Context: an optimization exercise on an open-source flow, tuned for small area. The choices shown serve that exercise and are no tape-out recipe.
The RTL was checked by simulation tests, not by an equivalence proof against the original design.
The flow treats the clock pin as an ideal source, which a real chip does not have.
Power is estimated from default activity; no workload was simulated.

==> flow/design.v <==
`default_nettype none
package rv_exec_pkg;
  localparam int NUM_REGS     = 32;
  localparam int XLEN_DEFAULT = 32;
  localparam logic [4:0] REG_X0 = 5'd0;
  localparam logic [4:0] OP_LUI   = 5'd0;
  localparam logic [4:0] OP_AUIPC = 5'd1;
  localparam logic [4:0] OP_ADDI  = 5'd2;
  localparam logic [4:0] OP_SLTI  = 5'd3;
  localparam logic [4:0] OP_SLTIU = 5'd4;
  localparam logic [4:0] OP_XORI  = 5'd5;
  localparam logic [4:0] OP_ORI   = 5'd6;
  localparam logic [4:0] OP_ANDI  = 5'd7;
  localparam logic [4:0] OP_SLLI  = 5'd8;
  localparam logic [4:0] OP_SRLI  = 5'd9;
  localparam logic [4:0] OP_SRAI  = 5'd10;
  localparam logic [4:0] OP_ADD   = 5'd11;
  localparam logic [4:0] OP_SUB   = 5'd12;
  localparam logic [4:0] OP_SLL   = 5'd13;
  localparam logic [4:0] OP_SLT   = 5'd14;
  localparam logic [4:0] OP_SLTU  = 5'd15;
  localparam logic [4:0] OP_XOR   = 5'd16;
  localparam logic [4:0] OP_SRL   = 5'd17;
  localparam logic [4:0] OP_SRA   = 5'd18;
  localparam logic [4:0] OP_OR    = 5'd19;
  localparam logic [4:0] OP_AND   = 5'd20;
endpackage
`default_nettype wire
`default_nettype none
import rv_exec_pkg::*;
module rv_exec_top
#(
  parameter int XLEN = XLEN_DEFAULT
) (
  input  logic            in_clk,
  input  logic            in_rst,
  input  logic            instr_valid_i,
  output logic                 instr_ready_o,
  input  logic [4:0]        op_i,
  input  logic [4:0]      rd_i,
  input  logic [4:0]      rs1_i,
  input  logic [4:0]      rs2_i,
  input  logic [XLEN-1:0] imm_i,
  input  logic [XLEN-1:0] pc_i,
  output logic                 res_valid_o,
  input  logic            res_ready_i,
  output logic [4:0]           res_rd_o,
  output logic [XLEN-1:0]      res_data_o
);
  logic [4:0] t;
  logic       last;
  always_ff @(posedge in_clk or negedge in_rst) begin
    if (!in_rst) t <= '0;
    else         t <= t + 5'd1;
  end
  assign last = (t == 5'd31);
  logic clr_done;    
  logic s_p1;
  logic s_p2;
  logic s_wb;
  logic c;           
  logic is_lui, is_auipc, uses_rs2, is_sub, is_slt, is_sltu;
  logic is_xor, is_or, is_and, is_sll, is_srl, is_sra;
  logic two_pass, inv_b, is_shift;
  always_comb begin
    is_lui   = 1'b0; is_auipc = 1'b0; uses_rs2 = 1'b0; is_sub  = 1'b0;
    is_slt   = 1'b0; is_sltu  = 1'b0; is_xor   = 1'b0; is_or   = 1'b0;
    is_and   = 1'b0; is_sll   = 1'b0; is_srl   = 1'b0; is_sra  = 1'b0;
    case (op_i)
      OP_LUI:   is_lui   = 1'b1;
      OP_AUIPC: is_auipc = 1'b1;
      OP_SLTI:  is_slt   = 1'b1;
      OP_SLTIU: is_sltu  = 1'b1;
      OP_XORI:  is_xor   = 1'b1;
      OP_ORI:   is_or    = 1'b1;
      OP_ANDI:  is_and   = 1'b1;
      OP_SLLI:  is_sll   = 1'b1;
      OP_SRLI:  is_srl   = 1'b1;
      OP_SRAI:  is_sra   = 1'b1;
      OP_ADD:   uses_rs2 = 1'b1;
      OP_SUB:   begin uses_rs2 = 1'b1; is_sub  = 1'b1; end
      OP_SLL:   begin uses_rs2 = 1'b1; is_sll  = 1'b1; end
      OP_SLT:   begin uses_rs2 = 1'b1; is_slt  = 1'b1; end
      OP_SLTU:  begin uses_rs2 = 1'b1; is_sltu = 1'b1; end
      OP_XOR:   begin uses_rs2 = 1'b1; is_xor  = 1'b1; end
      OP_SRL:   begin uses_rs2 = 1'b1; is_srl  = 1'b1; end
      OP_SRA:   begin uses_rs2 = 1'b1; is_sra  = 1'b1; end
      OP_OR:    begin uses_rs2 = 1'b1; is_or   = 1'b1; end
      OP_AND:   begin uses_rs2 = 1'b1; is_and  = 1'b1; end
      default:  ;
    endcase
  end
  assign is_shift = is_sll | is_srl | is_sra;
  assign two_pass = is_slt | is_sltu | is_shift;
  assign inv_b    = is_sub | is_slt | is_sltu;
  logic [31:0] taps;       
  logic [4:0]  wb_rd;
  logic        wbit;
  logic [31:0] out_q;
  assign taps[0] = 1'b0;
  assign wbit    = clr_done & out_q[0];
  for (genvar r = 1; r < 32; r++) begin : g_reg
    logic [31:0] ring;
    logic        wen;
    assign wen     = !clr_done || (s_wb && wb_rd == 5'(r));
    assign taps[r] = ring[0];
    always_ff @(posedge in_clk) begin
      ring <= {wen ? wbit : ring[0], ring[31:1]};
    end
  end
  logic a_bit, b_bit, bx, cin, sum, cout, lt;
  assign a_bit = is_auipc ? pc_i[t] : (!is_lui & taps[rs1_i]);
  assign b_bit = uses_rs2 ? taps[rs2_i] : imm_i[t];
  assign bx    = b_bit ^ inv_b;
  assign cin   = (t == 5'd0) ? inv_b : c;
  assign sum   = a_bit ^ bx ^ cin;
  assign cout  = (a_bit & bx) | (a_bit & cin) | (bx & cin);
  assign lt    = (is_slt && (a_bit != b_bit)) ? a_bit : !cout;
  logic [4:0] sh;
  logic       p1_bit, p2_bit, p2_shift, shift, in_bit, sh_hit;
  assign sh = wb_rd;    
  always_comb begin
    if (is_xor)                p1_bit = a_bit ^ b_bit;
    else if (is_or)            p1_bit = a_bit | b_bit;
    else if (is_and)           p1_bit = a_bit & b_bit;
    else if (is_srl | is_sra)  p1_bit = a_bit;
    else if (is_sll)           p1_bit = 1'b0;
    else                       p1_bit = sum;
  end
  assign sh_hit = (t == sh);
  always_comb begin
    if (is_sll) begin
      p2_shift = c;
      p2_bit   = a_bit;
    end else if (is_srl | is_sra) begin
      p2_shift = c & !sh_hit;
      p2_bit   = is_sra & out_q[31];
    end else begin
      p2_shift = 1'b1;
      p2_bit   = (t == 5'd0) & c;
    end
  end
  assign shift  = s_p1 | s_wb | (s_p2 & p2_shift);
  assign in_bit = s_p1 ? p1_bit : (s_wb ? out_q[0] : p2_bit);
  always_ff @(posedge in_clk) begin
    if (shift) out_q <= {in_bit, out_q[31:1]};
  end
  always_ff @(posedge in_clk) begin
    if (s_p1)                c <= last ? (is_shift | lt) : cout;
    else if (s_p2 & is_shift) c <= c & !sh_hit;
  end
  logic accept, start;
  assign instr_ready_o = last & ((s_p1 & !two_pass) | s_p2);
  assign accept        = instr_valid_i & instr_ready_o;
  assign start         = last & !s_p1 & !s_p2 & !s_wb & instr_valid_i &
                         (!res_valid_o | res_ready_i);
  always_ff @(posedge in_clk) begin
    if (accept)                  wb_rd <= rd_i;
    else if (s_p1 && t < 5'd5)   wb_rd <= {b_bit ^ is_sll, wb_rd[4:1]};
  end
  always_ff @(posedge in_clk or negedge in_rst) begin
    if (!in_rst) begin
      clr_done    <= 1'b0;
      s_p1        <= 1'b0;
      s_p2        <= 1'b0;
      s_wb        <= 1'b0;
      res_valid_o <= 1'b0;
    end else begin
      if (last && s_wb)     res_valid_o <= 1'b1;
      else if (res_ready_i) res_valid_o <= 1'b0;
      if (last) begin
        clr_done <= 1'b1;
        s_p1     <= start;
        s_p2     <= s_p1 & two_pass & instr_valid_i;
        s_wb     <= accept;
      end
    end
  end
  assign res_rd_o   = wb_rd;
  assign res_data_o = out_q;
endmodule
`default_nettype wire
==> flow/flow/run.sh <==
#!/bin/bash
# The standard layout (the standard.sh, standard synthesis unchanged) with two changes:
#  - each port gets a sky130_fd_sc_hd__buf_1 buffer instead of the default buffer cell;
#  - clock tree synthesis with larger sink clusters and no dummy loads.
# make's output goes to standard.log; ORFS keeps each tool's full log under orfs/logs/.
set -euo pipefail
export BUFFER_PORTS_ARGS="-buffer_cell sky130_fd_sc_hd__buf_1"
export CTS_ARGS="-sink_clustering_enable -repair_clock_nets -dont_use_dummy_load -buf_list sky130_fd_sc_hd__clkbuf_16 -sink_clustering_size 40 -sink_clustering_max_diameter 60"
bash standard.sh > standard.log 2>&1
==> flow/standard.sh <==
#!/bin/bash
# synth_recipe.tcl (not shown) runs the flow's synth.tcl, then flattens the netlist and writes it again
# the make line also repeats each setting of config.mk as NAME=value (left out here)
make -C /OpenROAD-flow-scripts/flow DESIGN_CONFIG=/design/flow/config.mk WORK_HOME=/design/flow/orfs CLKGATE_MAP_FILE= SYNTH_SCRIPT=/design/flow/synth_recipe.tcl "${@:-finish}"
==> flow/config.mk <==
export PLATFORM = sky130hd
export DESIGN_NAME = rv_exec_top
export DESIGN_NICKNAME = rv_exec_top
export VERILOG_FILES = /design/flow/design.v
export SDC_FILE = /design/flow/constraint.sdc
export NUM_CORES = 4
export LEC_CHECK = 0
export CAP_MARGIN = 20
export CORE_MARGIN = 2
export CORE_UTILIZATION = 65
export PLACE_DENSITY = 0.75
export SLEW_MARGIN = 20
==> flow/constraint.sdc <==
create_clock -name core_clock -period 10.0 [get_ports {in_clk}]
set_input_delay 2.0000 -clock core_clock [delete_from_list [all_inputs] [get_ports {in_clk}]]
set_output_delay 2.0000 -clock core_clock [all_outputs]
set_load 0.01 [all_outputs]
==> impl_metrics.env, run 1 <==
export IMPL_outcome="complete, no violations"
export IMPL_grt_pass1_vias=10000
export IMPL_r2r_setup_slack_ns=5.31
export IMPL_cts_resized=0
export IMPL_die_w_um=197
export IMPL_cts_sinks=1040
export IMPL_viasPerCell=4.87
export IMPL_dr_pass1_iters=5
export IMPL_maxSlewHeadroom=0.411
export IMPL_cts_setup_buffers=0
export IMPL_hp_start="g_reg[12].ring[25]"
export IMPL_drive_gt1_frac=0.0492
export IMPL_hold_class="flip-flop to flip-flop"
export IMPL_syn_nets=1526
export IMPL_async_reset_ff_frac=0.00962
export IMPL_finalNetCount=1660
export IMPL_rr_endpoint="out_q[31]"
export IMPL_syn_cell_area_um2=24100
export IMPL_max_stage_delay_ns=0.60
export IMPL_grt_pass1_wl_um=55700
export IMPL_path_max_fanout=18
export IMPL_die_area_um2=38600
export IMPL_irDropWorstVdd_v=0.000195
export IMPL_crit_chain="buf_1 > xnor2_1 > or3_1 > and3_1 > a21oi_1 > nor2b_1 > buf_1"
export IMPL_die_h_um=197
export IMPL_grt_start_max_net_pins=41
export IMPL_htree_levels=2
export IMPL_coreArea_um2=36500
export IMPL_synth_ff_type="dfxtp_1"
export IMPL_ant_nets=0
export IMPL_finalHoldViolations=0
export IMPL_r2r_start="t[0]"
export IMPL_syn_inst=1432
export IMPL_place_detailed_hpwl_um=22800
export IMPL_drt_iter0_drc=466
export IMPL_yosys_area_share_xor_xnor=0.00364
export IMPL_ios=127
export IMPL_setup_viol=0
export IMPL_muxShareOfSynthArea=0.0407
export IMPL_reg2regPathDepth=14
export IMPL_cp_common_cell="buf_1"
export IMPL_p_leak_uw=0.0102
export IMPL_timing_final_crit_share=0.576
export IMPL_hold_path_endpoint="g_reg[12].ring[24]"
export IMPL_synth_top_family_by_area="multiplexers"
export IMPL_grt_overflow_total=0
export IMPL_grtUsageTotal=0.192
export IMPL_rsz0062_at_grt="no"
export IMPL_setup_tns_final_ns=0
export IMPL_path_class="input pin to primary output"
export IMPL_antenna_found_initial=1
export IMPL_synth_top_cell_area_share=0.824
export IMPL_fill_cells=2235
export IMPL_cp_end_kind="primary output"
export IMPL_synth_most_common_cell="dfxtp_1"
export IMPL_place_gp_congestion=0.817
export IMPL_fmax_mhz=174
export IMPL_ys_top_cells_by_count="dfxtp_1 (992), nand2_1 (56), edfxtp_1 (38)"
export IMPL_synth_area_leaders="dfxtp_1 (82%), edfxtp_1 (4.7%), mux4_2 (1.9%), mux2i_1 (1.1%), dfrtp_1 (1.0%)"
export IMPL_path_buf_inv=2
export IMPL_cts_tree="yes"
export IMPL_clk_path_buf_depth=3
export IMPL_synth_distinct_cells=56
export IMPL_routedWlPerCell_um=17.8
export IMPL_drcViolationCount=0
export IMPL_initial_utilization=0.660
export IMPL_ys_seq_area_frac=0.882
export IMPL_cap_violations=0
export IMPL_busiest_layer="met2"
export IMPL_wl_um=36200
export IMPL_cts_buffers=39
export IMPL_ys_seq_elements=1040
export IMPL_insertion_delay_ns=0.60
export IMPL_vias=9919
export IMPL_rows=70
export IMPL_worst_slew_pin_slew_ns=0.882
export IMPL_fin_cells=2037
export IMPL_yosys_warnings=1
export IMPL_skew_ns=0.0913
export IMPL_slowest_stage="buf_1"
export IMPL_clockRootBuffer="clkbuf_16"
export IMPL_synth_compound_area_share=0.0252
export IMPL_synthSimpleGateAreaFrac=0.0370
export IMPL_avgSynthCellArea_um2=16.8
export IMPL_final_max_slew_viol_count=0
export IMPL_power_density_nw_per_um2=235
export IMPL_path_depth=7
export IMPL_worstSetupStartpointType="input pin"
export IMPL_grtUsageMet1=0.261
export IMPL_fin_crit_ns=5.76
export IMPL_clkTransAtPathRegs_ns=0.12
export IMPL_fin_hold_ws_ns=0.253
export IMPL_grtUsageMet3=0.0299
export IMPL_post_place_cells=1993
export IMPL_required_ns=8.00
export IMPL_cp_arrival_ns=3.76
export IMPL_synth_edf_count=38
export IMPL_holdBufCountCts=0
export IMPL_grtUsageMet2=0.317
export IMPL_yosys_area_top_type="dfxtp_1"
export IMPL_area_growth_pct=8.05
export IMPL_critical_path_top_delay_family="buffers and inverters"
export IMPL_min_path_cells=0
export IMPL_io_buffers=126
export IMPL_synthAdderAreaFrac=0.00343
## kinds of logic after synthesis
family,after synthesis
adder cells (fa/ha/maj),6
buffers and inverters,46
AND/OR/NAND/NOR,178
XOR/XNOR,10
multiplexers,62
AO/OA/AOI/OAI,90
flip-flops,1040
## worst max-delay path by stage
stage	startpoint	to	slack [ns]
2_1_floorplan	op_i[0]	instr_ready_o	4.89
3_3_place_gp	op_i[0]	instr_ready_o	4.26
3_5_place_dp	rs1_i[1]	out_q[31]	4.16
4_1_cts	op_i[0]	instr_ready_o	4.27
5_1_grt	op_i[0]	instr_ready_o	4.07
6_report	op_i[0]	instr_ready_o	4.24
## sequential cells by signal (all words and copies together), names as in the netlist
signal and count:
out_q 32, g.ring 992, s_p2 1, res_valid_o 1
s_p1 1, c 1, s_wb 1, t 5
wb_rd 5, clr_done 1
## metal layers
metal / routed length (um) / vias up / share of wire
li1: - / 4915 / -
met1: 16700 / 4735 / 0.46
met2: 16900 / 210 / 0.47
met3: 1580 / 59 / 0.044
met4: 996 / 0 / 0.027
met5: 0 / - / 0
## layout by cell type, fill, tap and decap left out, types with 6 or more instances in the layout
cell type,n
nor2b_1,22
dfrtp_1,10
nor2_1,26
nand2b_1,9
o21ai_0,21
clkbuf_16,39
a21boi_0,23
nand2_1,56
a21oi_1,14
nor3_1,11
buf_1,126
mux2_2,10
edfxtp_1,38
mux2i_1,26
inv_1,9
xnor2_1,6
dfxtp_1,992
nand3_1,25
mux4_1,6
mux4_2,20
## stage by stage
stage          utilization  total power (uW)  worst slack, ns  area [um^2]
2_1_floorplan            -              4370             4.89        24100
3_3_place_gp         0.685              4420             4.26        25000
3_5_place_dp         0.685              4420             4.16        25000
4_1_cts              0.712              6180             4.27        26000
5_1_grt              0.712              6320             4.07        26000
6_report             0.713              6130             4.24        26000
## final cells by class
class	instances	area, um^2	area share
well taps	468	586	0.0225
flip-flops and latches	1040	21300	0.817
multi-input cells	346	2670	0.102
clock buffers	39	976	0.0375
inverters	9	33.8	0.00130
repair buffers	130	503	0.0193
diodes	5	12.5	0.000481
## where the power goes
part / leakage [uW] / switching (uW) / total (uW) / internal (uW)
combinational: 0.00119 / 63.9 / 102 / 38.4
sequential: 0.00849 / 17.4 / 4230 / 4210
clock: 0.000481 / 1090 / 1800 / 707
total: 0.0102 / 1180 / 6130 / 4950
==> inputs of run 2 (changes only) <==
--- a/flow/flow/run.sh
+++ b/flow/flow/run.sh
@@ -7,3 +7,3 @@
 export BUFFER_PORTS_ARGS="-buffer_cell sky130_fd_sc_hd__buf_1"
-export CTS_ARGS="-sink_clustering_enable -repair_clock_nets -dont_use_dummy_load -buf_list sky130_fd_sc_hd__clkbuf_16 -sink_clustering_size 40 -sink_clustering_max_diameter 60"
+export CTS_ARGS="-sink_clustering_enable -repair_clock_nets -dont_use_dummy_load -buf_list sky130_fd_sc_hd__clkbuf_16 -sink_clustering_size 32 -sink_clustering_max_diameter 50"
 bash standard.sh > standard.log 2>&1
==> run 2 against run 1 <==
  * Critical path type unchanged
  * Die area did not move
  * Still clean
  * Register-to-register slack improved by 0.08 ns
  * First-iteration DRC count fell by 11%
==> impl_metrics.env, run 2 <==
export IMPL_place_detailed_hpwl_um=22800
export IMPL_final_max_slew_viol_count=0
export IMPL_ant_nets=0
export IMPL_ys_seq_elements=1040
export IMPL_wl_um=35900
export IMPL_holdBufCountCts=0
export IMPL_required_ns=8.00
export IMPL_grtUsageTotal=0.190
export IMPL_timing_final_crit_share=0.577
export IMPL_worstSetupStartpointType="input pin"
export IMPL_cts_tree="yes"
export IMPL_rows=70
export IMPL_rr_endpoint="out_q[31]"
export IMPL_synth_most_common_cell="dfxtp_1"
export IMPL_skew_ns=0.0695
export IMPL_clockRootBuffer="clkbuf_16"
export IMPL_fmax_mhz=173
export IMPL_place_gp_congestion=0.817
export IMPL_clkTransAtPathRegs_ns=0.11
export IMPL_ys_seq_area_frac=0.882
export IMPL_final_area_um2=26300
export IMPL_avgSynthCellArea_um2=16.8
export IMPL_yosys_warnings=1
export IMPL_fin_crit_ns=5.77
export IMPL_yosys_area_top_type="dfxtp_1"
export IMPL_synth_edf_count=38
export IMPL_ys_top_cells_by_count="dfxtp_1 (992), nand2_1 (56), edfxtp_1 (38)"
export IMPL_setup_viol=0
export IMPL_drive_gt1_frac=0.0553
export IMPL_vias=10000
export IMPL_drcViolationCount=0
export IMPL_routedWlPerCell_um=17.6
export IMPL_irDropWorstVdd_v=0.000187
export IMPL_r2r_start="t[0]"
export IMPL_cts_setup_buffers=0
export IMPL_syn_cell_area_um2=24100
export IMPL_layout_commonest_cell="dfxtp_1"
export IMPL_antenna_found_initial=1
export IMPL_cp_arrival_ns=3.77
export IMPL_synth_top_cell_area_share=0.824
export IMPL_cp_end_kind="primary output"
export IMPL_htree_levels=2
export IMPL_syn_inst=1432
export IMPL_cts_sinks=1040
export IMPL_endpoint="instr_ready_o"
export IMPL_finalNetCount=1670
export IMPL_mostFrequentLayoutCells="dfxtp_1 (992), buf_1 (126), nand2_1 (56), clkbuf_16 (49), edfxtp_1 (38)"
export IMPL_synth_distinct_cells=56
export IMPL_die_area_um2=38600
export IMPL_maxSlewHeadroom=0.407
export IMPL_coreArea_um2=36500
export IMPL_cts_resized=0
export IMPL_ios=127
export IMPL_setup_tns_final_ns=0
export IMPL_largestRegisters="g.ring (992), out_q (32)"
export IMPL_largest_reg_flops=992
export IMPL_grt_pass1_vias=10100
export IMPL_reg2regPathDepth=14
export IMPL_synth_ff_type="dfxtp_1"
export IMPL_insertion_delay_ns=0.62
export IMPL_dr_pass1_iters=5
export IMPL_die_h_um=197
export IMPL_worst_slew_pin_slew_ns=0.888
export IMPL_io_buffers=126
export IMPL_cap_violations=0
export IMPL_cts_buffers=49
export IMPL_grt_overflow_total=0
export IMPL_power_density_nw_per_um2=241
export IMPL_outcome="complete, no violations"
export IMPL_async_reset_ff_frac=0.00962
export IMPL_critPathLaunch="op_i[0]"
export IMPL_fill_cells=2217
export IMPL_die_w_um=197
export IMPL_rsz0062_at_grt="no"
export IMPL_drt_iter0_drc=414
export IMPL_clk_path_buf_depth=3
export IMPL_area_growth_pct=9.04
export IMPL_grt_pass1_wl_um=55300
export IMPL_p_leak_uw=0.0103
export IMPL_finalHoldViolations=0
export IMPL_path_max_fanout=18
export IMPL_top_register="g.ring"
export IMPL_path_class="input pin to primary output"
export IMPL_hold_class="flip-flop to flip-flop"
export IMPL_r2r_setup_slack_ns=5.39
export IMPL_grt_start_max_net_pins=34
export IMPL_initial_utilization=0.660
export IMPL_syn_nets=1526
export IMPL_postPlaceCellArea_um2=25000
export IMPL_viasPerCell=4.91
export IMPL_synth_area_leaders="dfxtp_1 (82%), edfxtp_1 (4.7%), mux4_2 (1.9%), mux2i_1 (1.1%), dfrtp_1 (1.0%)"
==> run 2: cell counts after synthesis <==
Identical to the previous run, type by type.
==> run 2: worst min-delay path by stage <==
stage,from,to,slack [ns],cells after the start
after CTS,g_reg[23].ring[27],g_reg[23].ring[26],0.28,0
after global routing,g_reg[23].ring[27],g_reg[23].ring[26],0.29,0
after floorplan,g_reg[10].ring[1],g_reg[10].ring[0],0.31,0
final,g_reg[23].ring[27],g_reg[23].ring[26],0.28,0
after global placement,g_reg[3].ring[1],g_reg[3].ring[0],0.31,0
after detailed placement,g_reg[26].ring[18],g_reg[26].ring[17],0.31,0
==> run 2: final cells by class <==
type / count / area (um^2) / share of cell area
Antenna cell: 1 / 2.50 / 0.0000953
Clock buffer: 49 / 1230 / 0.0467
Inverter: 9 / 33.8 / 0.00129
Multi-Input combinational cell: 346 / 2670 / 0.101
Sequential cell: 1040 / 21300 / 0.809
Tap cell: 468 / 586 / 0.0223
Timing Repair Buffer: 130 / 503 / 0.0191
==> run 2: cells by family after synthesis <==
kind of cell / count (synthesis) / synth area share
and+or+nand+nor: 178 / 0.0370
AOI/OAI and AO/OA: 90 / 0.0252
adders and majority gates: 6 / 0.00343
DFF: 1040 / 0.882
buffers and inverters: 46 / 0.00774
xor gates and xnor gates: 10 / 0.00364
muxes: 62 / 0.0407
==> run 2: layer usage <==
layer  part of all wire  global-route usage
met5                  0                   0
met4              0.029              0.0755
met3              0.050              0.0330
met2               0.47               0.309
met1               0.45               0.257
==> run 2: stage by stage <==
stage | setup slack (ns) | std cells | total power [uW] | hold slack [ns] | util
finish | 4.23 | 2043 | 6330 | 0.284 | 0.719
global route | 4.07 | 2042 | 6530 | 0.286 | 0.719
CTS | 4.27 | 2042 | 6390 | 0.282 | 0.719
detailed placement | 4.16 | 1993 | 4420 | 0.312 | 0.685
global placement | 4.26 | 1993 | 4420 | 0.310 | 0.685
floorplan | 4.89 | 1432 | 4370 | 0.310 | -
==> run 2: worst max-delay path: stages <==
cell and delay, ns:
buf_1 0.61, xnor2_1 0.20, or3_1 0.40, and3_1 0.21
a21oi_1 0.15, nor2b_1 0.06, buf_1 0.13
==> run 2: report_power, final <==
group	internal [uW]	total, uW	leakage (uW)	switching [uW]
combinational	38.4	102	0.00119	64.0
sequential	4210	4220	0.00849	17.4
clock	875	2000	0.000604	1130
==> inputs of run 3 (changes only) <==
--- a/flow/flow/run.sh
+++ b/flow/flow/run.sh
@@ -7,3 +7,3 @@
 export BUFFER_PORTS_ARGS="-buffer_cell sky130_fd_sc_hd__buf_1"
-export CTS_ARGS="-sink_clustering_enable -repair_clock_nets -dont_use_dummy_load -buf_list sky130_fd_sc_hd__clkbuf_16 -sink_clustering_size 32 -sink_clustering_max_diameter 50"
+export CTS_ARGS="-sink_clustering_enable -repair_clock_nets -dont_use_dummy_load -buf_list sky130_fd_sc_hd__clkbuf_16 -sink_clustering_size 30 -sink_clustering_max_diameter 60"
 bash standard.sh > standard.log 2>&1
--- a/flow/config.mk
+++ b/flow/config.mk
@@ -9,4 +9,3 @@
 export CORE_MARGIN = 2
-export CORE_UTILIZATION = 65
-export PLACE_DENSITY = 0.75
+export CORE_UTILIZATION = 40
 export SLEW_MARGIN = 20
==> run 3 against run 2 <==
  * Die area is 61% higher
  * Critical path depth stayed put
  * Cell count is 15% higher
  * Total power hardly changed
  * Register-to-register slack better by 0.04 ns
  * Synthesized area stayed put
  * Sequential share of layout area is 1.2 points lower
  * Critical path type unchanged
  * Largest power group unchanged
  * Highest routed layer unchanged
==> impl_metrics.env, run 3 <==
export IMPL_outcome="complete, no violations"
export IMPL_maxSlewHeadroom=0.330
export IMPL_initial_utilization=0.407
export IMPL_power_frac_seq=0.667
export IMPL_coreArea_um2=59200
export IMPL_cts_sinks=1040
export IMPL_io_buffers=126
export IMPL_place_detailed_hpwl_um=21700
export IMPL_fin_ws_ns=4.22
export IMPL_drt_iter0_drc=451
export IMPL_synth_top_cell_area_share=0.824
export IMPL_ys_seq_area_frac=0.882
export IMPL_p_leak_uw=0.0103
export IMPL_synth_distinct_cells=56
export IMPL_finalNetCount=1671
export IMPL_p_int_uw=5120
export IMPL_final_area_um2=26700
export IMPL_netSwitchingPower_uw=1210
export IMPL_rows=89
export IMPL_yosys_warnings=1
export IMPL_multiInputGateArea_um2=2660
export IMPL_drive_gt1_frac=0.0552
export IMPL_grt_start_max_net_pins=34
export IMPL_wl_um=34000
export IMPL_fmax_mhz=173
export IMPL_rsz0062_at_grt="no"
export IMPL_grt_pass1_vias=9751
export IMPL_path_buf_inv=2
export IMPL_holdBufCountCts=0
export IMPL_worstSetupStartpointType="input pin"
export IMPL_dp_slack_ns=3.91
export IMPL_async_reset_ff_frac=0.00962
export IMPL_cts_buffers=49
export IMPL_max_stage_delay_ns=0.63
export IMPL_grt_overflow_total=0
export IMPL_worst_slew_pin_slew_ns=1.00
export IMPL_hold_class="flip-flop to flip-flop"
export IMPL_place_gp_congestion=0.779
export IMPL_irDropWorstVdd_v=0.000125
export IMPL_swShare=0.192
export IMPL_finalHoldViolations=0
export IMPL_area_growth_pct=10.7
export IMPL_postPlaceCellArea_um2=25400
export IMPL_syn_nets=1526
export IMPL_crit_chain="buf_1 > xnor2_1 > or3_1 > and3_1 > a21oi_1 > nor2b_1 > buf_1"
export IMPL_cts_resized=0
export IMPL_clkTransAtPathRegs_ns=0.10
export IMPL_antenna_found_initial=2
export IMPL_ys_seq_elements=1040
export IMPL_die_w_um=249
export IMPL_drcViolationCount=0
export IMPL_yosys_area_top_type="dfxtp_1"
export IMPL_cap_violations=0
export IMPL_syn_cell_area_um2=24100
export IMPL_synth_area_leaders="dfxtp_1 (82%), edfxtp_1 (4.7%), mux4_2 (1.9%), mux2i_1 (1.1%), dfrtp_1 (1.0%)"
export IMPL_fill_cells=5158
export IMPL_cp_end_kind="primary output"
export IMPL_synth_ff_type="dfxtp_1"
export IMPL_die_area_um2=62200
export IMPL_cp_common_cell="buf_1"
export IMPL_setup_tns_final_ns=0
export IMPL_synth_edf_count=38
export IMPL_htree_levels=2
export IMPL_required_ns=8.00
export IMPL_top_register="g.ring"
export IMPL_critical_path_top_delay_family="buffers and inverters"
export IMPL_largestRegisters="g.ring (992), out_q (32)"
export IMPL_cts_setup_buffers=0
export IMPL_viasPerCell=4.26
export IMPL_synth_most_common_cell="dfxtp_1"
export IMPL_ys_top_cells_by_count="dfxtp_1 (992), nand2_1 (56), edfxtp_1 (38)"
export IMPL_cp_arrival_ns=3.78
export IMPL_path_max_fanout=18
export IMPL_cts_tree="yes"
export IMPL_insertion_delay_ns=0.61
export IMPL_largest_reg_flops=992
export IMPL_mostFrequentLayoutCells="dfxtp_1 (992), buf_1 (126), nand2_1 (56), clkbuf_16 (49), edfxtp_1 (38)"
export IMPL_timing_final_crit_share=0.578
export IMPL_syn_inst=1432
export IMPL_fin_crit_ns=5.78
export IMPL_skew_ns=0.0587
export IMPL_final_max_slew_viol_count=0
export IMPL_path_class="input pin to primary output"
export IMPL_avgSynthCellArea_um2=16.8
export IMPL_dr_pass1_iters=4
export IMPL_p_clk_frac=0.317
export IMPL_grtUsageTotal=0.109
export IMPL_slowest_stage="buf_1"
export IMPL_die_h_um=249
export IMPL_clk_path_buf_depth=3
export IMPL_grt_pass1_wl_um=53700
export IMPL_ant_nets=0
export IMPL_power_density_nw_per_um2=238
export IMPL_setup_viol=0
export IMPL_layout_commonest_cell="dfxtp_1"
export IMPL_ios=127
export IMPL_vias=10000
export IMPL_p_comb_frac=0.016
export IMPL_routedWlPerCell_um=14.5
export IMPL_regArea_um2=21300
export IMPL_clockRootBuffer="clkbuf_16"
## run 3: metrics by stage
step | total power, uW | util | std cells | hold WS (ns)
after floorplan | 4370 | - | 1432 | 0.310
after global placement | 4420 | 0.429 | 2299 | 0.310
after detailed placement | 4420 | 0.429 | 2299 | 0.312
after CTS | 6420 | 0.450 | 2348 | 0.260
after global routing | 6580 | 0.450 | 2348 | 0.261
final | 6330 | 0.450 | 2351 | 0.257
## run 3: worst reg2reg max path: cells and delay by family, from the launching register on
kind                       cells  cell delay, ns
and+or+nand+nor                3            0.41
DFF                            1            0.84
buffers and inverters          3            0.67
adders and majority gates      1            0.55
muxes                          1            0.53
AOI/OAI and AO/OA              7            1.32
## run 3: final cells by class
type	instances	area share
repair buffers	131	0.0192
well taps	773	0.0363
flip-flops and latches	1040	0.797
clock buffers	49	0.0460
diodes	3	0.000282
multi-input cells	346	0.0998
inverters	9	0.00127
## run 3: per-layer routing
metal / part of all wire / track usage / vias to the layer above
met5: 0 / 0 / -
met4: 0.034 / 0.0480 / 0
met3: 0.053 / 0.0242 / 72
met2: 0.41 / 0.164 / 239
met1: 0.50 / 0.152 / 4756
li1: - / - / 4937
## run 3: final timing paths
| path | start | endpoint | slack, ns | depth (start not counted) |
|---|---|---|---|---|
| worst min register to register | g_reg[27].ring[30] | g_reg[27].ring[29] | 0.26 | 0 |
| worst max-delay path | op_i[0] | instr_ready_o | 4.22 | 7 |
| max in group asynchronous | in_rst | t[1] | 8.05 | 1 |
| worst max register to register | t[0] | out_q[31] | 5.43 | 15 |
| min in group asynchronous | in_rst | res_valid_o | 1.44 | 1 |
| worst min-delay path | g_reg[27].ring[30] | g_reg[27].ring[29] | 0.26 | 0 |
## run 3: logic make-up (layout without fill, tap and decap cells)
| kind of cell | Yosys count | in the layout | share of synthesized area |
|---|---|---|---|
| AO/OA/AOI/OAI | 90 | 90 | 0.0252 |
| multiplexers | 62 | 62 | 0.0407 |
| adder cells (fa/ha/maj) | 6 | 6 | 0.00343 |
| other | 0 | 3 | 0 |
| AND/OR/NAND/NOR | 178 | 178 | 0.0370 |
| XOR/XNOR | 10 | 10 | 0.00364 |
| buffers and inverters | 46 | 189 | 0.00774 |
| flip-flops | 1040 | 1040 | 0.882 |
## run 3: power groups by stage
stage | Sequential [uW] | Combinational (uW) | Clock, uW
after floorplan | 4320 | 46.6 | 0
after global placement | 4320 | 105 | 0
after detailed placement | 4320 | 104 | 0
after CTS | 4230 | 105 | 2090
after global routing | 4230 | 113 | 2240
final | 4220 | 104 | 2000
==> inputs of run 4 (changes only) <==
==> flow/flow/run.sh (replaced) <==
#!/bin/bash
# The standard layout (the standard.sh; standard synthesis unchanged) with these changes:
#  - each port gets a sky130_fd_sc_hd__buf_1 buffer instead of the default buffer cell;
#  - clock tree synthesis without dummy loads, and with the largest sink clusters (from a
#    short list) whose worst flip-flop clock-pin slew, estimated right after CTS, stays
#    under SLEW_TARGET_PS; CTS is rerun with smaller clusters until it does.
# make's output goes to standard_<step>.log, the slew checks to clkslew_<size>.log; ORFS keeps
# each tool's full log under orfs/logs/.
set -euo pipefail
SLEW_TARGET_PS=${SLEW_TARGET_PS:-118}
RES=orfs/results/sky130hd/rv_exec_top/base
LOGS=orfs/logs/sky130hd/rv_exec_top/base
export BUFFER_PORTS_ARGS="-buffer_cell sky130_fd_sc_hd__buf_1"

bash standard.sh place > standard_place.log 2>&1

chosen=""
for size in 48 44 40 36 32 28 24 20; do
  export CTS_ARGS="-sink_clustering_enable -repair_clock_nets -dont_use_dummy_load -buf_list sky130_fd_sc_hd__clkbuf_16 -sink_clustering_size $size -sink_clustering_max_diameter 80"
  rm -f $RES/4_1_cts.odb $RES/4_cts.odb $RES/4_cts.sdc
  bash standard.sh cts > standard_cts_$size.log 2>&1
  cp $LOGS/4_1_cts.log cts_$size.log
  ODB=$RES/4_1_cts.odb SDC=$RES/4_cts.sdc openroad -no_init -exit flow/clkslew.tcl > clkslew_$size.log 2>&1
  slew=$(awk '/^CLKSLEW/ {print $2}' clkslew_$size.log)
  echo "size $size: worst clock-pin slew $slew ps" >> cts_choice.log
  if awk -v s="$slew" -v t="$SLEW_TARGET_PS" 'BEGIN { exit !(s != "" && s + 0 <= t) }'; then
    chosen=$size
    break
  fi
done
echo "chosen size: ${chosen:-20 (last tried)}" >> cts_choice.log

bash standard.sh > standard_finish.log 2>&1
==> flow/flow/clkslew.tcl (new file) <==
# usage: ODB SDC env; prints worst flop clock pin slew (ps) with placement-estimated parasitics
read_liberty /OpenROAD-flow-scripts/flow/platforms/sky130hd/lib/sky130_fd_sc_hd__tt_025C_1v80.lib
read_db $::env(ODB)
read_sdc $::env(SDC)
source /OpenROAD-flow-scripts/flow/platforms/sky130hd/setRC.tcl
estimate_parasitics -placement
set_propagated_clock [all_clocks]
set w 0
foreach pin [all_registers -clock_pins -edge_triggered] {
  foreach edge {rise fall} { foreach a {min max} {
    set s [sta::time_ui_sta [get_property $pin slew_${a}_$edge]]
    set w [expr {max($w, $s*1e12)}]
  } }
}
puts "CLKSLEW $w"
--- a/flow/config.mk
+++ b/flow/config.mk
@@ -9,3 +9,4 @@
 export CORE_MARGIN = 2
-export CORE_UTILIZATION = 40
+export CORE_UTILIZATION = 65
+export PLACE_DENSITY = 0.75
 export SLEW_MARGIN = 20
==> run 4 against run 3 <==
  * Critical path depth unchanged
  * Register-to-register slack worse by 0.09 ns
  * Combinational power barely moved
  * Clock power is 9% lower
  * Critical path type unchanged
==> impl_metrics.env, run 4 <==
export IMPL_skew_ns=0.0770
export IMPL_yosys_warnings=1
export IMPL_min_path_cells=0
export IMPL_path_max_fanout=18
export IMPL_grt_overflow_total=0
export IMPL_die_area_um2=38600
export IMPL_hold_class="flip-flop to flip-flop"
export IMPL_largest_reg_flops=992
export IMPL_holdBufCountCts=0
export IMPL_routedWlPerCell_um=17.6
export IMPL_synth_edf_count=38
export IMPL_die_h_um=197
export IMPL_synth_area_leaders="dfxtp_1 (82%), edfxtp_1 (4.7%), mux4_2 (1.9%), mux2i_1 (1.1%), dfrtp_1 (1.0%)"
export IMPL_io_buffers=126
export IMPL_async_reset_ff_frac=0.00962
export IMPL_mostFrequentLayoutCells="dfxtp_1 (992), buf_1 (126), nand2_1 (56), clkbuf_16 (40), edfxtp_1 (38)"
export IMPL_r2r_setup_slack_ns=5.34
export IMPL_cp_end_kind="primary output"
export IMPL_cts_sinks=1040
export IMPL_grt_pass1_wl_um=55200
export IMPL_power_density_nw_per_um2=236
export IMPL_cap_violations=0
export IMPL_ys_top_cells_by_count="dfxtp_1 (992), nand2_1 (56), edfxtp_1 (38)"
export IMPL_largestRegisters="g.ring (992), out_q (32)"
export IMPL_initial_utilization=0.660
export IMPL_synth_distinct_cells=56
export IMPL_cts_setup_buffers=0
export IMPL_syn_inst=1432
export IMPL_finalHoldViolations=0
export IMPL_finalNetCount=1661
export IMPL_ys_seq_area_frac=0.882
export IMPL_grtUsageTotal=0.188
export IMPL_viasPerCell=4.92
export IMPL_synth_most_common_cell="dfxtp_1"
export IMPL_reg2regPathDepth=14
export IMPL_yosys_area_top_type="dfxtp_1"
export IMPL_wl_um=35900
export IMPL_irDropWorstVdd_v=0.000178
export IMPL_fin_ws_ns=4.25
export IMPL_required_ns=8.00
export IMPL_cts_tree="yes"
export IMPL_top_register="g.ring"
export IMPL_path_class="input pin to primary output"
export IMPL_cp_arrival_ns=3.75
export IMPL_ant_nets=0
export IMPL_drive_gt1_frac=0.0498
export IMPL_total_power_uw=6150
export IMPL_setup_tns_final_ns=0
export IMPL_grt_pass1_vias=10000
export IMPL_coreArea_um2=36500
export IMPL_cts_resized=0
export IMPL_clk_path_buf_depth=3
export IMPL_rr_endpoint="out_q[31]"
export IMPL_hold_path_endpoint="g_reg[23].ring[26]"
export IMPL_insertion_delay_ns=0.58
export IMPL_htree_levels=2
export IMPL_area_growth_pct=8.15
export IMPL_place_gp_congestion=0.817
export IMPL_synth_top_cell_area_share=0.824
export IMPL_grt_start_max_net_pins=34
export IMPL_p_leak_uw=0.0102
export IMPL_ios=127
export IMPL_layout_commonest_cell="dfxtp_1"
export IMPL_ys_seq_elements=1040
export IMPL_syn_nets=1526
export IMPL_vias=10000
export IMPL_fmax_mhz=174
export IMPL_worstSetupStartpointType="input pin"
export IMPL_clkTransAtPathRegs_ns=0.11
export IMPL_rows=70
export IMPL_place_detailed_hpwl_um=22800
export IMPL_syn_cell_area_um2=24100
export IMPL_rsz0062_at_grt="no"
export IMPL_antenna_found_initial=1
export IMPL_dr_pass1_iters=6
export IMPL_avgSynthCellArea_um2=16.8
export IMPL_synth_ff_type="dfxtp_1"
export IMPL_final_max_slew_viol_count=0
export IMPL_setup_viol=0
export IMPL_clockRootBuffer="clkbuf_16"
export IMPL_drcViolationCount=0
export IMPL_hp_start="g_reg[23].ring[27]"
export IMPL_fin_crit_ns=5.75
export IMPL_worst_slew_pin_slew_ns=0.872
export IMPL_r2r_start="t[0]"
export IMPL_outcome="complete, no violations"
export IMPL_timing_final_crit_share=0.575
export IMPL_maxSlewHeadroom=0.419
export IMPL_die_w_um=197
export IMPL_dp_slack_ns=4.16
export IMPL_fin_hold_ws_ns=0.283
export IMPL_drt_iter0_drc=381
export IMPL_cts_buffers=40
## run 4: cell type report
cell class	instances	area, um^2
inverter	9	33.8
sequential	1040	21300
fill	2245	10500
multi-input combinational	346	2670
antenna	5	12.5
tap	468	586
clock buffer	40	1000
timing repair buffer	130	503
## run 4: per-layer routing
layer	vias to the layer above	wire, um	track usage
li1	4921	-	-
met1	4816	16500	0.258
met2	212	16700	0.311
met3	71	1640	0.0291
met4	0	1000	0.0617
met5	-	0	0
## run 4: worst max-delay path, cell delays in order
cell and delay [ns]:
buf_1 0.59, xnor2_1 0.20, or3_1 0.40, and3_1 0.21, a21oi_1 0.15, nor2b_1 0.06, buf_1 0.13
## run 4: worst max-delay path by stage
| stage | slack [ns] | from | cells after the start | endpoint |
|---|---|---|---|---|
| after global routing | 4.07 | op_i[0] | 7 | instr_ready_o |
| after floorplan | 4.89 | op_i[0] | 6 | instr_ready_o |
| final | 4.25 | op_i[0] | 7 | instr_ready_o |
| after global placement | 4.26 | op_i[0] | 7 | instr_ready_o |
| after CTS | 4.27 | op_i[0] | 7 | instr_ready_o |
| after detailed placement | 4.16 | rs1_i[1] | 14 | out_q[31] |
## run 4: power by group
part / switching (uW) / internal [uW]
combinational: 64.0 / 38.4
clock: 1100 / 725
sequential: 17.5 / 4210
total: 1180 / 4970
## run 4: metrics by stage
step | instances | cell area (um^2) | util
after CTS | 2033 | 26000 | 0.713
final | 2038 | 26100 | 0.713
after global placement | 1993 | 25000 | 0.685
after floorplan | 1432 | 24100 | -
after detailed placement | 1993 | 25000 | 0.685
after global routing | 2033 | 26000 | 0.713
## run 4: cells by family (layout without fill, tap and decap cells)
family	count (synthesis)	in the layout	synth area share
muxes	62	62	0.0407
other	0	5	0
AOI/OAI and AO/OA	90	90	0.0252
DFF	1040	1040	0.882
and+or+nand+nor	178	178	0.0370
xor gates and xnor gates	10	10	0.00364
buffers and inverters	46	179	0.00774
adders and majority gates	6	6	0.00343
==> inputs of run 5 (changes only) <==
--- a/flow/flow/run.sh
+++ b/flow/flow/run.sh
@@ -3,3 +3,3 @@
 #  - each port gets a sky130_fd_sc_hd__buf_1 buffer instead of the default buffer cell;
-#  - clock tree synthesis without dummy loads, and with the largest sink clusters (from a
+#  - clock tree synthesis with buf_12 buffers, without dummy loads, and with the largest sink clusters (from a
 #    short list) whose worst flip-flop clock-pin slew, estimated right after CTS, stays
@@ -18,3 +18,3 @@
 for size in 48 44 40 36 32 28 24 20; do
-  export CTS_ARGS="-sink_clustering_enable -repair_clock_nets -dont_use_dummy_load -buf_list sky130_fd_sc_hd__clkbuf_16 -sink_clustering_size $size -sink_clustering_max_diameter 80"
+  export CTS_ARGS="-sink_clustering_enable -repair_clock_nets -dont_use_dummy_load -buf_list sky130_fd_sc_hd__buf_12 -sink_clustering_size $size -sink_clustering_max_diameter 80"
   rm -f $RES/4_1_cts.odb $RES/4_cts.odb $RES/4_cts.sdc
==> run 5 against run 4 <==
  * Register-to-register slack lost 0.02 ns
  * Worst setup slack gained 0.0024 ns
  * Cell count is essentially flat
  * Clock skew grew 0.017 ns
  * Via count shrank 0.46%
  * Fmax is essentially flat
  * Hold slack lost 0.0088 ns
  * Highest routed layer is now met5
  * Global-route usage grew 0.44 points
  * Die area is the same
  * Routed wire length grew 1.6%
  * Synthesized cell count is the same
  * Sequential share of layout area grew 0.40 points
==> impl_metrics.env, run 5 <==
export IMPL_io_buffers=126
export IMPL_finalHoldViolations=0
export IMPL_place_detailed_hpwl_um=22800
export IMPL_required_ns=8.00
export IMPL_grtUsageMet1=0.260
export IMPL_netSwitchingPower_uw=1230
export IMPL_die_w_um=197
export IMPL_timing_final_crit_share=0.575
export IMPL_mostFrequentLayoutCells="dfxtp_1 (992), buf_1 (126), nand2_1 (56), buf_12 (44), edfxtp_1 (38)"
export IMPL_cts_tree="yes"
export IMPL_synth_top_cell_area_share=0.824
export IMPL_synthSimpleGateAreaFrac=0.0370
export IMPL_ys_seq_elements=1040
export IMPL_antenna_found_initial=2
export IMPL_viasPerCell=4.89
export IMPL_initial_utilization=0.660
export IMPL_rows=70
export IMPL_grtUsageMet3=0.0325
export IMPL_vias=9974
export IMPL_finalNetCount=1665
export IMPL_largestRegisters="g.ring (992), out_q (32)"
export IMPL_holdBufCountCts=0
export IMPL_cp_common_cell="buf_1"
export IMPL_grt_overflow_total=0
export IMPL_grt_pass1_wl_um=55900
export IMPL_maxSlewHeadroom=0.373
export IMPL_insertion_delay_ns=0.56
export IMPL_hp_start="g_reg[2].ring[16]"
export IMPL_fin_ws_ns=4.25
export IMPL_grtUsageMet2=0.319
export IMPL_setup_viol=0
export IMPL_clkTransAtPathRegs_ns=0.10
export IMPL_synthAdderAreaFrac=0.00343
export IMPL_synth_area_leaders="dfxtp_1 (82%), edfxtp_1 (4.7%), mux4_2 (1.9%), mux2i_1 (1.1%), dfrtp_1 (1.0%)"
export IMPL_syn_cell_area_um2=24100
export IMPL_fin_util=0.710
export IMPL_syn_inst=1432
export IMPL_p_leak_uw=0.0101
export IMPL_dp_slack_ns=4.16
export IMPL_ant_nets=0
export IMPL_layout_commonest_cell="dfxtp_1"
export IMPL_path_max_fanout=18
export IMPL_outcome="complete, no violations"
export IMPL_die_area_um2=38600
export IMPL_clockRootBuffer="buf_12"
export IMPL_cts_setup_buffers=0
export IMPL_cp_arrival_ns=3.75
export IMPL_htree_levels=2
export IMPL_p_comb_frac=0.017
export IMPL_worst_slew_pin_slew_ns=0.938
export IMPL_yosys_area_share_xor_xnor=0.00364
export IMPL_power_density_nw_per_um2=238
export IMPL_wl_um=36500
export IMPL_ys_top_cells_by_count="dfxtp_1 (992), nand2_1 (56), edfxtp_1 (38)"
export IMPL_skew_ns=0.0944
export IMPL_p_int_uw=4930
export IMPL_top_register="g.ring"
export IMPL_fin_crit_ns=5.75
export IMPL_cp_end_kind="primary output"
export IMPL_yosys_warnings=1
export IMPL_muxShareOfSynthArea=0.0407
export IMPL_drcViolationCount=0
export IMPL_cap_violations=0
export IMPL_synth_edf_count=38
export IMPL_yosys_area_top_type="dfxtp_1"
export IMPL_synth_most_common_cell="dfxtp_1"
export IMPL_dr_pass1_iters=5
export IMPL_busiest_layer="met2"
export IMPL_setup_tns_final_ns=0
export IMPL_rsz0062_at_grt="no"
export IMPL_largest_reg_flops=992
export IMPL_p_clk_frac=0.298
export IMPL_cts_buffers=44
export IMPL_grtUsageTotal=0.193
export IMPL_irDropWorstVdd_v=0.000226
export IMPL_coreArea_um2=36500
export IMPL_synth_top_family_by_area="multiplexers"
export IMPL_slowest_stage="buf_1"
export IMPL_critical_path_top_delay_family="buffers and inverters"
export IMPL_clk_path_buf_depth=3
export IMPL_drive_gt1_frac=0.0523
export IMPL_avgSynthCellArea_um2=16.8
export IMPL_max_stage_delay_ns=0.60
export IMPL_final_max_slew_viol_count=0
export IMPL_area_growth_pct=7.62
export IMPL_r2r_start="t[0]"
export IMPL_power_frac_seq=0.686
export IMPL_grt_start_max_net_pins=34
export IMPL_crit_chain="buf_1 > xnor2_1 > or3_1 > and3_1 > a21oi_1 > nor2b_1 > buf_1"
export IMPL_routedWlPerCell_um=17.9
export IMPL_place_gp_congestion=0.817
export IMPL_synth_ff_type="dfxtp_1"
export IMPL_grt_pass1_vias=9929
export IMPL_hold_class="flip-flop to flip-flop"
export IMPL_cts_sinks=1040
export IMPL_drt_iter0_drc=472
export IMPL_synth_compound_area_share=0.0252
export IMPL_ios=127
export IMPL_async_reset_ff_frac=0.00962
export IMPL_fmax_mhz=174
export IMPL_die_h_um=197
export IMPL_ys_seq_area_frac=0.882
export IMPL_worstSetupStartpointType="input pin"
export IMPL_critPathLaunch="op_i[0]"
export IMPL_path_class="input pin to primary output"
export IMPL_cts_resized=0
export IMPL_swShare=0.199
export IMPL_path_buf_inv=2
export IMPL_synth_distinct_cells=56
export IMPL_syn_nets=1526
[run 5: power by group through the flow]
stage | Combinational [uW] | Sequential (uW) | Clock [uW]
finish | 102 | 4220 | 1830
global route | 112 | 4230 | 2010
CTS | 103 | 4220 | 1890
detailed placement | 103 | 4320 | 0
global placement | 102 | 4320 | 0
floorplan | 46.6 | 4320 | 0
[run 5: path summary, 6_finish.rpt]
kind / endpoint / slack [ns] / cells after the start
hold reg to reg: g_reg[2].ring[15] / 0.27 / 0
hold / removal: g_reg[2].ring[15] / 0.27 / 0
setup reg to reg: out_q[31] / 5.32 / 14
setup / recovery: instr_ready_o / 4.25 / 7
max in group asynchronous: s_p2 / 8.10 / 1
min in group asynchronous: t[1] / 1.49 / 1
[run 5: cells by family after synthesis]
group / after synthesis
AO/OA/AOI/OAI: 90
multiplexers: 62
adder cells (fa/ha/maj): 6
flip-flops: 1040
buffers and inverters: 46
XOR/XNOR: 10
AND/OR/NAND/NOR: 178
[run 5: final cells by class]
cell class | count | area (um^2)
inverter | 9 | 33.8
fill | 2248 | 10600
multi-input combinational | 346 | 2670
antenna | 2 | 5.00
timing repair buffer | 130 | 503
sequential | 1040 | 21300
tap | 468 | 586
clock buffer | 44 | 881
[run 5: layer usage]
metal  up-vias  wire, um
li1       4921         -
met1      4774     16700
met2       208     17200
met3        67      1560
met4         4       985
met5         -        21
[run 5: worst register-to-register path: cells and delay by family, from the launching register on]
kind                       cells  cell delay (ns)
muxes                          1             0.40
buffers and inverters          2             0.51
adders and majority gates      1             0.54
DFF                            1             0.68
and+or+nand+nor                3             0.48
AOI/OAI and AO/OA              7             1.80
[run 5: through the flow]
stage          cell area (um^2)  cells  total power (uW)  hold WS, ns
3_3_place_gp              25000   1993              4420        0.310
2_1_floorplan             24100   1432              4370        0.310
6_report                  25900   2039              6160        0.274
3_5_place_dp              25000   1993              4420        0.312
4_1_cts                   25900   2037              6220        0.268
5_1_grt                   25900   2037              6350        0.257
==> inputs of run 6 (changes only) <==
--- a/flow/flow/run.sh
+++ b/flow/flow/run.sh
@@ -9,3 +9,3 @@
 set -euo pipefail
-SLEW_TARGET_PS=${SLEW_TARGET_PS:-118}
+SLEW_TARGET_PS=${SLEW_TARGET_PS:-120}
 RES=orfs/results/sky130hd/rv_exec_top/base
@@ -17,3 +17,3 @@
 chosen=""
-for size in 48 44 40 36 32 28 24 20; do
+for size in 40 38 36 34 32 30 28 26 24 22 20; do
   export CTS_ARGS="-sink_clustering_enable -repair_clock_nets -dont_use_dummy_load -buf_list sky130_fd_sc_hd__buf_12 -sink_clustering_size $size -sink_clustering_max_diameter 80"
==> run 6 against run 5 <==
  * Still clean
  * Core utilization decreased by 0.096 points
  * First-iteration DRC count decreased by 21%
  * Routed wire length decreased by 1.9%
  * Cell area decreased by 0.14%
  * Flip-flop and latch count unchanged
==> impl_metrics.env, run 6 <==
export IMPL_ys_top_cells_by_count="dfxtp_1 (992), nand2_1 (56), edfxtp_1 (38)"
export IMPL_fin_util=0.709
export IMPL_vias=9961
export IMPL_path_class="input pin to primary output"
export IMPL_outcome="complete, no violations"
export IMPL_fin_crit_ns=5.77
export IMPL_coreArea_um2=36500
export IMPL_dr_pass1_iters=4
export IMPL_ys_seq_elements=1040
export IMPL_post_place_cells=1993
export IMPL_finalNetCount=1663
export IMPL_largest_reg_flops=992
export IMPL_fill_cells=2257
export IMPL_clk_path_buf_depth=3
export IMPL_clockRootBuffer="buf_12"
export IMPL_die_h_um=197
export IMPL_hold_class="flip-flop to flip-flop"
export IMPL_reg2regPathDepth=14
export IMPL_setup_viol=0
export IMPL_wl_um=35800
export IMPL_cts_resized=0
export IMPL_synth_most_common_cell="dfxtp_1"
export IMPL_grt_start_max_net_pins=34
export IMPL_ant_nets=0
export IMPL_synth_edf_count=38
export IMPL_synth_top_cell_area_share=0.824
export IMPL_clkTransAtPathRegs_ns=0.11
export IMPL_holdBufCountCts=0
export IMPL_p_leak_uw=0.0101
export IMPL_regArea_um2=21300
export IMPL_die_w_um=197
export IMPL_avgSynthCellArea_um2=16.8
export IMPL_fmax_mhz=173
export IMPL_synth_ff_type="dfxtp_1"
export IMPL_cp_end_kind="primary output"
export IMPL_min_path_cells=0
export IMPL_ios=127
export IMPL_grt_pass1_vias=9939
export IMPL_place_gp_congestion=0.817
export IMPL_routedWlPerCell_um=17.5
export IMPL_async_reset_ff_frac=0.00962
export IMPL_cap_violations=0
export IMPL_area_growth_pct=7.47
export IMPL_cts_buffers=42
export IMPL_fin_hold_ws_ns=0.265
export IMPL_fin_cells=2039
export IMPL_yosys_warnings=1
export IMPL_cts_tree="yes"
export IMPL_mostFrequentLayoutCells="dfxtp_1 (992), buf_1 (126), nand2_1 (56), buf_12 (42), edfxtp_1 (38)"
export IMPL_grt_pass1_wl_um=54700
export IMPL_worstSetupStartpointType="input pin"
export IMPL_setup_tns_final_ns=0
export IMPL_rsz0062_at_grt="no"
export IMPL_synth_area_leaders="dfxtp_1 (82%), edfxtp_1 (4.7%), mux4_2 (1.9%), mux2i_1 (1.1%), dfrtp_1 (1.0%)"
export IMPL_top_register="g.ring"
export IMPL_cts_setup_buffers=0
export IMPL_ys_seq_area_frac=0.882
export IMPL_insertion_delay_ns=0.55
export IMPL_viasPerCell=4.89
export IMPL_initial_utilization=0.660
export IMPL_cts_sinks=1040
export IMPL_syn_nets=1526
export IMPL_multiInputGateArea_um2=2670
export IMPL_grt_overflow_total=0
export IMPL_irDropWorstVdd_v=0.000176
export IMPL_synth_distinct_cells=56
export IMPL_die_area_um2=38600
export IMPL_skew_ns=0.0794
export IMPL_drt_iter0_drc=371
export IMPL_largestRegisters="g.ring (992), out_q (32)"
export IMPL_rows=70
export IMPL_antenna_found_initial=1
export IMPL_syn_inst=1432
export IMPL_path_max_fanout=18
export IMPL_final_max_slew_viol_count=0
export IMPL_layout_commonest_cell="dfxtp_1"
export IMPL_place_detailed_hpwl_um=22800
export IMPL_drcViolationCount=0
export IMPL_timing_final_crit_share=0.577
export IMPL_yosys_area_top_type="dfxtp_1"
export IMPL_worst_slew_pin_slew_ns=0.877
export IMPL_finalHoldViolations=0
export IMPL_htree_levels=2
export IMPL_power_density_nw_per_um2=236
export IMPL_drive_gt1_frac=0.0511
export IMPL_syn_cell_area_um2=24100
export IMPL_grtUsageTotal=0.188
export IMPL_maxSlewHeadroom=0.414
export IMPL_required_ns=8.00
export IMPL_cp_arrival_ns=3.77
export IMPL_io_buffers=126
==> run 6: cell counts after synthesis <==
No cell type changed its count.
==> run 6: final cells by class <==
cell class                 count  area share
sequential                  1040       0.821
multi-input combinational    346       0.103
clock buffer                  42      0.0325
tap                          468      0.0226
timing repair buffer         130      0.0194
inverter                       9     0.00130
antenna                        4    0.000387
==> run 6: kinds of logic after synthesis <==
logic type / share of synthesized area
AO/OA/AOI/OAI: 0.0252
flip-flops: 0.882
AND/OR/NAND/NOR: 0.0370
adder cells (fa/ha/maj): 0.00343
buffers and inverters: 0.00774
XOR/XNOR: 0.00364
multiplexers: 0.0407
==> run 6: where the power goes <==
| group | switching (uW) | internal (uW) | leakage, uW | total, uW |
|---|---|---|---|---|
| sequential | 17.3 | 4210 | 0.00849 | 4220 |
| clock | 1120 | 659 | 0.000395 | 1780 |
| combinational | 63.9 | 38.4 | 0.00119 | 102 |
==> run 6: path summary, 6_finish.rpt <==
check,end,slack [ns],from
setup / recovery,instr_ready_o,4.23,op_i[0]
hold / removal,g_reg[28].ring[3],0.26,g_reg[28].ring[4]
setup reg to reg,out_q[31],5.37,t[0]
hold reg to reg,g_reg[28].ring[3],0.26,g_reg[28].ring[4]
max in group asynchronous,s_p1,8.06,in_rst
min in group asynchronous,t[0],1.51,in_rst
==> run 6: through the flow <==
| step | total power (uW) | instance area, um^2 | worst slack [ns] |
|---|---|---|---|
| final | 6110 | 25900 | 4.23 |
| after global routing | 6300 | 25900 | 4.07 |
| after CTS | 6160 | 25900 | 4.27 |
| after detailed placement | 4420 | 25000 | 4.16 |
| after global placement | 4420 | 25000 | 4.26 |
| after floorplan | 4370 | 24100 | 4.89 |
==> run 6: metal layers <==
metal | track usage | share of wire | up-vias
met5 | 0 | 0 | -
met2 | 0.306 | 0.46 | 200
met3 | 0.0356 | 0.046 | 64
met4 | 0.0620 | 0.029 | 0
li1 | - | - | 4915
met1 | 0.257 | 0.46 | 4782
==> run 6: critical path: stages <==
cell	delay, ns
buf_1	0.61
xnor2_1	0.20
or3_1	0.40
and3_1	0.21
a21oi_1	0.15
nor2b_1	0.06
buf_1	0.13
==> inputs of run 7 (changes only) <==
--- a/flow/config.mk
+++ b/flow/config.mk
@@ -9,4 +9,4 @@
 export CORE_MARGIN = 2
-export CORE_UTILIZATION = 65
-export PLACE_DENSITY = 0.75
+export CORE_UTILIZATION = 70
+export PLACE_DENSITY = 0.85
 export SLEW_MARGIN = 20
==> run 7 against run 6 <==
  * Synthesized area unchanged
  * First-iteration DRC count up 140%
  * Cell area up 0.29%
  * Total power up 3.2%
  * Critical path type unchanged
  * Sequential share of layout area down 0.24 points
  * Global-route usage up 8.2 points
  * Fmax about the same
  * Critical endpoint unchanged
  * Sequential power about the same
  * Worst setup slack better by 0.0016 ns
  * Clock power up 11%
  * Hold slack better by 0.028 ns
==> impl_metrics.env, run 7 <==
export IMPL_outcome="complete, no violations"
export IMPL_drive_gt1_frac=0.0534
export IMPL_ios=127
export IMPL_rows=67
export IMPL_layout_commonest_cell="dfxtp_1"
export IMPL_skew_ns=0.105
export IMPL_routedWlPerCell_um=24.4
export IMPL_syn_inst=1432
export IMPL_final_area_um2=26000
export IMPL_maxSlewHeadroom=0.265
export IMPL_grtUsageMet2=0.475
export IMPL_die_h_um=190
export IMPL_place_detailed_hpwl_um=26500
export IMPL_grt_overflow_total=0
export IMPL_syn_nets=1526
export IMPL_syn_cell_area_um2=24100
export IMPL_mostFrequentLayoutCells="dfxtp_1 (992), buf_1 (126), nand2_1 (56), buf_12 (47), edfxtp_1 (38)"
export IMPL_finalNetCount=1669
export IMPL_yosys_warnings=1
export IMPL_clk_path_buf_depth=3
export IMPL_timing_final_crit_share=0.576
export IMPL_initial_utilization=0.715
export IMPL_cts_tree="yes"
export IMPL_dr_pass1_iters=5
export IMPL_largestRegisters="g.ring (992), out_q (32)"
export IMPL_cp_end_kind="primary output"
export IMPL_final_max_slew_viol_count=0
export IMPL_cts_sinks=1040
export IMPL_die_w_um=190
export IMPL_cp_arrival_ns=3.76
export IMPL_htree_levels=2
export IMPL_fill_cells=1636
export IMPL_wl_um=49400
export IMPL_path_max_fanout=14
export IMPL_viasPerCell=5.41
export IMPL_irDropWorstVdd_v=0.000271
export IMPL_grt_pass1_vias=11400
export IMPL_area_growth_pct=7.79
export IMPL_ys_top_cells_by_count="dfxtp_1 (992), nand2_1 (56), edfxtp_1 (38)"
export IMPL_coreArea_um2=33700
export IMPL_synth_distinct_cells=56
export IMPL_holdBufCountCts=0
export IMPL_die_area_um2=35900
export IMPL_r2r_setup_slack_ns=5.61
export IMPL_clkTransAtPathRegs_ns=0.09
export IMPL_vias=11000
export IMPL_grtUsageMet1=0.335
export IMPL_required_ns=8.00
export IMPL_ant_nets=0
export IMPL_synth_edf_count=38
export IMPL_largest_reg_flops=992
export IMPL_synth_most_common_cell="dfxtp_1"
export IMPL_worst_slew_pin_slew_ns=1.09
export IMPL_p_leak_uw=0.0101
export IMPL_ys_seq_elements=1040
export IMPL_top_register="g.ring"
export IMPL_cts_setup_buffers=0
export IMPL_async_reset_ff_frac=0.00962
export IMPL_fin_crit_ns=5.76
export IMPL_synth_ff_type="dfxtp_1"
export IMPL_yosys_area_top_type="dfxtp_1"
export IMPL_power_density_nw_per_um2=243
export IMPL_grt_start_max_net_pins=34
export IMPL_rsz0062_at_grt="no"
export IMPL_io_buffers=126
export IMPL_path_class="input pin to primary output"
export IMPL_fin_util=0.770
export IMPL_place_gp_congestion=0.862
export IMPL_postPlaceCellArea_um2=25000
export IMPL_grtUsageMet3=0.0526
export IMPL_insertion_delay_ns=0.57
export IMPL_multiInputGateArea_um2=2650
export IMPL_cts_buffers=47
export IMPL_busiest_layer="met2"
export IMPL_regArea_um2=21300
export IMPL_grt_pass1_wl_um=71000
export IMPL_fin_hold_ws_ns=0.293
export IMPL_clockRootBuffer="buf_12"
export IMPL_cts_resized=0
export IMPL_hold_class="flip-flop to flip-flop"
export IMPL_avgSynthCellArea_um2=16.8
export IMPL_synth_top_cell_area_share=0.824
export IMPL_cap_violations=0
export IMPL_synth_area_leaders="dfxtp_1 (82%), edfxtp_1 (4.7%), mux4_2 (1.9%), mux2i_1 (1.1%), dfrtp_1 (1.0%)"
export IMPL_fmax_mhz=173
export IMPL_grtUsageTotal=0.270
export IMPL_finalHoldViolations=0
export IMPL_drt_iter0_drc=894
export IMPL_drcViolationCount=0
export IMPL_antenna_found_initial=4
export IMPL_worstSetupStartpointType="input pin"
export IMPL_setup_viol=0
export IMPL_setup_tns_final_ns=0
export IMPL_ys_seq_area_frac=0.882
[run 7: cell counts after synthesis]
Identical to the previous run, type by type.
[run 7: area by class of cell]
| cell class | count | share of cell area |
|---|---|---|
| clock buffers | 47 | 0.0362 |
| multi-input cells | 346 | 0.102 |
| inverters | 9 | 0.00130 |
| well taps | 448 | 0.0216 |
| repair buffers | 131 | 0.0198 |
| diodes | 5 | 0.000482 |
| flip-flops and latches | 1040 | 0.818 |
[run 7: critical path, cell delays in order]
cell,delay [ns]
buf_1,0.47
nand2b_1,0.32
or3_1,0.39
and3_1,0.22
a21oi_1,0.15
nor2b_1,0.06
buf_1,0.14
[run 7: metal layers]
| metal | routed length [um] | up-vias |
|---|---|---|
| li1 | - | 4948 |
| met1 | 18800 | 5331 |
| met2 | 25200 | 523 |
| met3 | 3450 | 153 |
| met4 | 2010 | 2 |
| met5 | 13 | - |
[run 7: cells by family (layout without fill, tap and decap cells)]
| family | count (synthesis) | after routing | synth area share |
|---|---|---|---|
| adder cells (fa/ha/maj) | 6 | 6 | 0.00343 |
| XOR/XNOR | 10 | 10 | 0.00364 |
| flip-flops | 1040 | 1040 | 0.882 |
| AND/OR/NAND/NOR | 178 | 178 | 0.0370 |
| buffers and inverters | 46 | 187 | 0.00774 |
| AO/OA/AOI/OAI | 90 | 90 | 0.0252 |
| other | 0 | 5 | 0 |
| multiplexers | 62 | 62 | 0.0407 |
[run 7: worst paths after layout]
check	endpoint	start	cells after the start
hold reg to reg	g_reg[29].ring[2]	g_reg[29].ring[3]	0
min in group asynchronous	clr_done	in_rst	1
max in group asynchronous	s_wb	in_rst	1
setup / recovery	instr_ready_o	op_i[4]	7
setup reg to reg	out_q[31]	t[0]	14
hold / removal	g_reg[29].ring[2]	g_reg[29].ring[3]	0
[run 7: through the flow]
step                      instances  setup WS (ns)  power [uW]
after floorplan                1432           4.89        4370
after global placement         1973           4.14        4420
after detailed placement       1973           4.20        4420
after CTS                      2020           4.24        6310
after global routing           2021           4.09        6450
final                          2026           4.24        6300
[run 7: power breakdown]
group	total, uW	switching, uW	internal (uW)
combinational	103	63.5	39.4
sequential	4230	24.4	4210
clock	1970	1230	734

## afterwards: timing with drivers on the ports
How much do the figures lean on ideal ports? The routed layouts below were timed once more, with nothing changed but the port constraints.
Step 1, drivers: a clkbuf_16 drives in_clk and a buf_2 each remaining input, both assumed.
Step 2 moves the port delays by t, midway between the first and last clock arrival at a register: inputs arrive t later, outputs are due t later. That takes back most of the time a late clock gives input paths.
a / b / c = ideal / step 1 / step 2; a / b = the first two.
run | t, ns | slack for setup (ns) | clock arrival spread, ns | worst register clock-pin slew, ns | pins driven straight from the clock port
run 1 | 0.607 | 4.241 / 4.209 / 4.072 | 0.095 / 0.095 | 0.13 / 0.13 | 1
run 2 | 0.627 | 4.233 / 4.201 / 4.091 | 0.087 / 0.087 | 0.11 / 0.11 | 1
run 3 | 0.629 | 4.218 / 4.186 / 4.066 | 0.078 / 0.078 | 0.11 / 0.11 | 1
run 4 | 0.598 | 4.251 / 4.220 / 4.110 | 0.080 / 0.080 | 0.11 / 0.11 | 1
run 5 | 0.567 | 4.254 / 4.222 / 4.078 | 0.097 / 0.097 | 0.11 / 0.11 | 1
run 6 | 0.557 | 4.235 / 4.202 / 4.114 | 0.096 / 0.096 | 0.11 / 0.11 | 1
run 7 | 0.572 | 4.236 / 4.200 / 4.028 | 0.109 / 0.110 | 0.12 / 0.12 | 1
After both steps every run listed still meets setup and hold. The setup slack of run 7, which loses most, moves by -0.036 ns with the drivers and by -0.208 ns with both steps.
